Context: an optimization exercise on an open-source flow, tuned for small area, a short achievable clock period and few clock cycles per item. The choices shown serve that exercise and are no tape-out recipe.
Function was checked by simulation only, so behaviour that the tests miss may differ from the original.
Power figures rest on the tool's default switching activity, not on a simulated workload.

==> run a: inputs <==
## mdc_top
module mdc_top (
    input  wire logic           clk,
    input  wire logic           rst_n,
    input  wire logic           in_valid,
    input  wire mdc_pkg::code_t in_data,
    output logic                in_credit,
    output logic                out_valid,
    output mdc_pkg::det_t       out_data,
    input  wire logic           out_credit
);
export LEC_CHECK = 0
export CAP_MARGIN = 20
export CORE_MARGIN = 2
export CORE_UTILIZATION = 65
export CTS_BUF_LIST = sky130_fd_sc_hd__clkbuf_16
export CTS_CLUSTER_DIAMETER = 90
export CTS_CLUSTER_SIZE = 24
export SLEW_MARGIN = 20
create_clock -name core_clock -period 9.0 [get_ports {clk}]
standard.sh (not shown) runs the stock make flow with config.mk's settings and CLKGATE_MAP_FILE= SYNTH_SCRIPT=/design/flow/synth_recipe.tcl, a recipe that flattens the netlist after the stock synthesis.
==> flow/flow/run.sh <==
#!/bin/bash
set -euo pipefail
export BUFFER_PORTS_ARGS="-buffer_cell sky130_fd_sc_hd__buf_2"
export SETUP_SLACK_MARGIN=5.8
bash standard.sh > standard_make.log 2>&1
==> run b (differences from run a) <==
==> flow/flow/run.sh (replaced) <==
#!/bin/bash
set -euo pipefail
export BUFFER_PORTS_ARGS="-buffer_cell sky130_fd_sc_hd__buf_2"
bash standard.sh > standard_make.log 2>&1
- CORE_UTILIZATION: 65 -> 40
- CTS_BUF_LIST: sky130_fd_sc_hd__clkbuf_16 -> unset
- CTS_CLUSTER_DIAMETER: 90 -> unset
- CTS_CLUSTER_SIZE: 24 -> unset
==> run c (differences from run a) <==
- CORE_UTILIZATION: 65 -> 40
- CTS_BUF_LIST: sky130_fd_sc_hd__clkbuf_16 -> sky130_fd_sc_hd__clkbuf_8
- CTS_CLUSTER_DIAMETER: 90 -> unset
- CTS_CLUSTER_SIZE: 24 -> unset
==> run d (differences from run a) <==
- CORE_UTILIZATION: 65 -> 40
==> results.txt <==
Placed design:
- The number of cells in the design after placement is 1,669.
- The weighted congestion reported at the end of routability-driven placement is 0.758.

STA:
- The post-route clock period utilization is 34.8%.
- The post-route clock skew is 14.9 ps.

Cells and area:
- Once layout is complete, the utilization of the core stands at 44.2%.

Run status:
- The run finished with no timing, DRC or antenna violations.

Setup path:
- The maximum fanout along the worst path is 23.
- For the worst flop-to-flop path, the logic depth is 9.
- The signal arrival time at the worst endpoint is 3500 ps.
- The delay of the slowest critical-path stage is 500 ps.
- The critical path crosses 9 cells after its start point.

GRT:
- The number of global-route vias before repair is 8,491.
- Global routing consumed, on the met3 layer, 1.84% of the routing resources.
- Global routing used 23.9% of the available met2 tracks.

Route:
- The average via count per standard cell is 4.86.

Min path:
- The end point of the worst hold path is eng_i.aone2$_DFF_P_.

Power:
- The switching part of the total is 40.6%.
- Summed over all cells, the static leakage comes to 6.59 nW.
- The total internal power is 3.63 mW.

Clocking:
- CTS placed an instance of sky130_fd_sc_hd__clkbuf_16 at the clock tree root.
-- figures above: run d

==> results.txt <==
Run status:
- The flow ran to the end and the layout has no timing, DRC or antenna violations.

STA:
- The post-route clock skew is 9.91 ps.
- The post-route clock period utilization is 35.9%.

Min path:
- The end point of the worst hold path is eng_i.aone3$_DFF_P_.

Setup path:
- Along the worst path, the maximum fanout reaches 12.
- Measured in cells, the most critical reg-to-reg path has a length of 8.
- The critical path depth in cells is 8.
- The end of the worst register-to-register path is eng_i.cs29$_DFF_P_.
- The delay of the slowest critical-path stage is 630 ps.
- The signal arrival time at the worst endpoint is 3640 ps.

Cells and area:
- The number of flip-flops under the largest register name is 33.
- The core occupancy in the finished layout is 45.1%.

GRT:
- The number of global-route vias before repair is 8,670.
- The met2 track demand over resource is 24.1%.
- The met3 track demand over resource in global routing is 2.16%.

Power:
- Net switching is 39.2% of the power.
- The analysis attributes to cell leakage a power of 6.76 nW.
- The total internal power is 3.95 mW.

Logic synthesis:
- The share of synthesized area occupied by flip-flops and latches is 43.8%.

Clocking:
- The root buffer cell is sky130_fd_sc_hd__clkbuf_16.

Placed design:
- Once placement completed, the tool counted placed cells totaling 1,669.
-- figures above: run b

==> results.txt <==
GRT:
- The met2 track demand over resource is 37.0%.
- The number of global-route vias before repair is 8,649.
- The busiest layer in global routing is met2.
- Global routing used 2.32% of the available met3 tracks.

Power:
- The leakage power is 6.56 nW.
- The switching part of the total is 40.5%.
- The total internal power is 3.60 mW.

Setup path:
- Along the worst path, the maximum fanout reaches 7.
- The critical path depth in cells is 9.
- STA puts the critical path data arrival time at 3470 ps.
- For this run, the slowest stage of the critical path takes 580 ps.

STA:
- The post-route clock skew is 16.3 ps.
- The post-route clock period utilization is 34.7%.

Cells and area:
- The number of non-clock buffers in the layout is 63.
- Cells fill 70.6% of the core in the end.
- In the final layout, clock buffers and inverters account for 2.70% of the cell area.

Min path:
- The end point of the worst hold path is eng_i.aneg2$_DFF_P_.

Logic synthesis:
- After technology mapping, the gate count stands at 1,217.

Placed design:
- The total cell area at the placement stage is 14,800 µm².
- The weighted congestion reported at the end of routability-driven placement is 0.845.

Clocking:
- The root buffer cell is sky130_fd_sc_hd__clkbuf_16.

Run status:
- The run finished with no timing, DRC or antenna violations.
-- figures above: run a

==> results.txt <==
Run status:
- The run finished with no timing, DRC or antenna violations.

Cells and area:
- From synthesis to final layout, the design area changed by 12.3%.

Clocking:
- The root buffer cell is sky130_fd_sc_hd__clkbuf_8.

Setup path:
- The critical path depth in cells is 10.
- For the worst flop-to-flop path, the logic depth is 10.
- The delay of the slowest critical-path stage is 540 ps.
- Along the worst path, the maximum fanout reaches 12.

Power:
- In this run switching power makes up 39.2% of total power.
- The total internal power is 3.97 mW.

GRT:
- The number of global-route vias before repair is 8,842.
- For met3 alone, demand over resource in global routing was 2.77%.

Logic synthesis:
- Averaged over all synthesized cells, the footprint is 11.9 µm².
- The cell taking the most area after synthesis is sky130_fd_sc_hd__edfxtp_1.

Placed design:
- The number of cells in the design after placement is 1,669.
- Routability-driven placement finished with a final weighted congestion of 0.758.

Route:
- The average via count per standard cell is 4.84.

Min path:
- The path with the worst hold slack has its endpoint at eng_i.atwo4$_DFF_P_.

STA:
- Of the available clock period, the critical path in the final layout requires 34.8%.
-- figures above: run c

Testbench counts of run a, summed over its fixed seeds: cycles 4,120, results 2,304.
Testbench counts of run b, summed over its fixed seeds: cycles 4,120, results 2,304.
Testbench counts of run c, summed over its fixed seeds: cycles 4,120, results 2,304.
Testbench counts of run d, summed over its fixed seeds: cycles 4,120, results 2,304.

## static timing again, ports no longer ideal
How much do the figures lean on ideal ports? The routed layouts below were timed once more, with nothing changed but the port constraints.
Step 1, drivers: a clkbuf_16 drives clk and a buf_2 each remaining input, both assumed.
Step 2 times the ports against the registers' clock, not the clock port: input delays grow and output delays shrink by t, the midpoint of the rising clock arrivals with the driver on.
Slacks: ideal / step 1 / step 2; pairs: ideal / step 1.
run	t (ns)	setup WS [ns]	hold WS [ns]
run a	0.525	5.879 / 5.879 / 5.481	0.339 / 0.339 / 0.339
run b	0.583	5.769 / 5.769 / 5.406	0.339 / 0.339 / 0.339
run c	0.597	5.870 / 5.870 / 5.398	0.335 / 0.335 / 0.335
run d	0.536	5.868 / 5.868 / 5.406	0.348 / 0.348 / 0.348
After both steps setup and hold are still met in every run listed. The setup slack of run c, which loses most, moves by 0.000 ns with the drivers and by -0.472 ns with both steps.
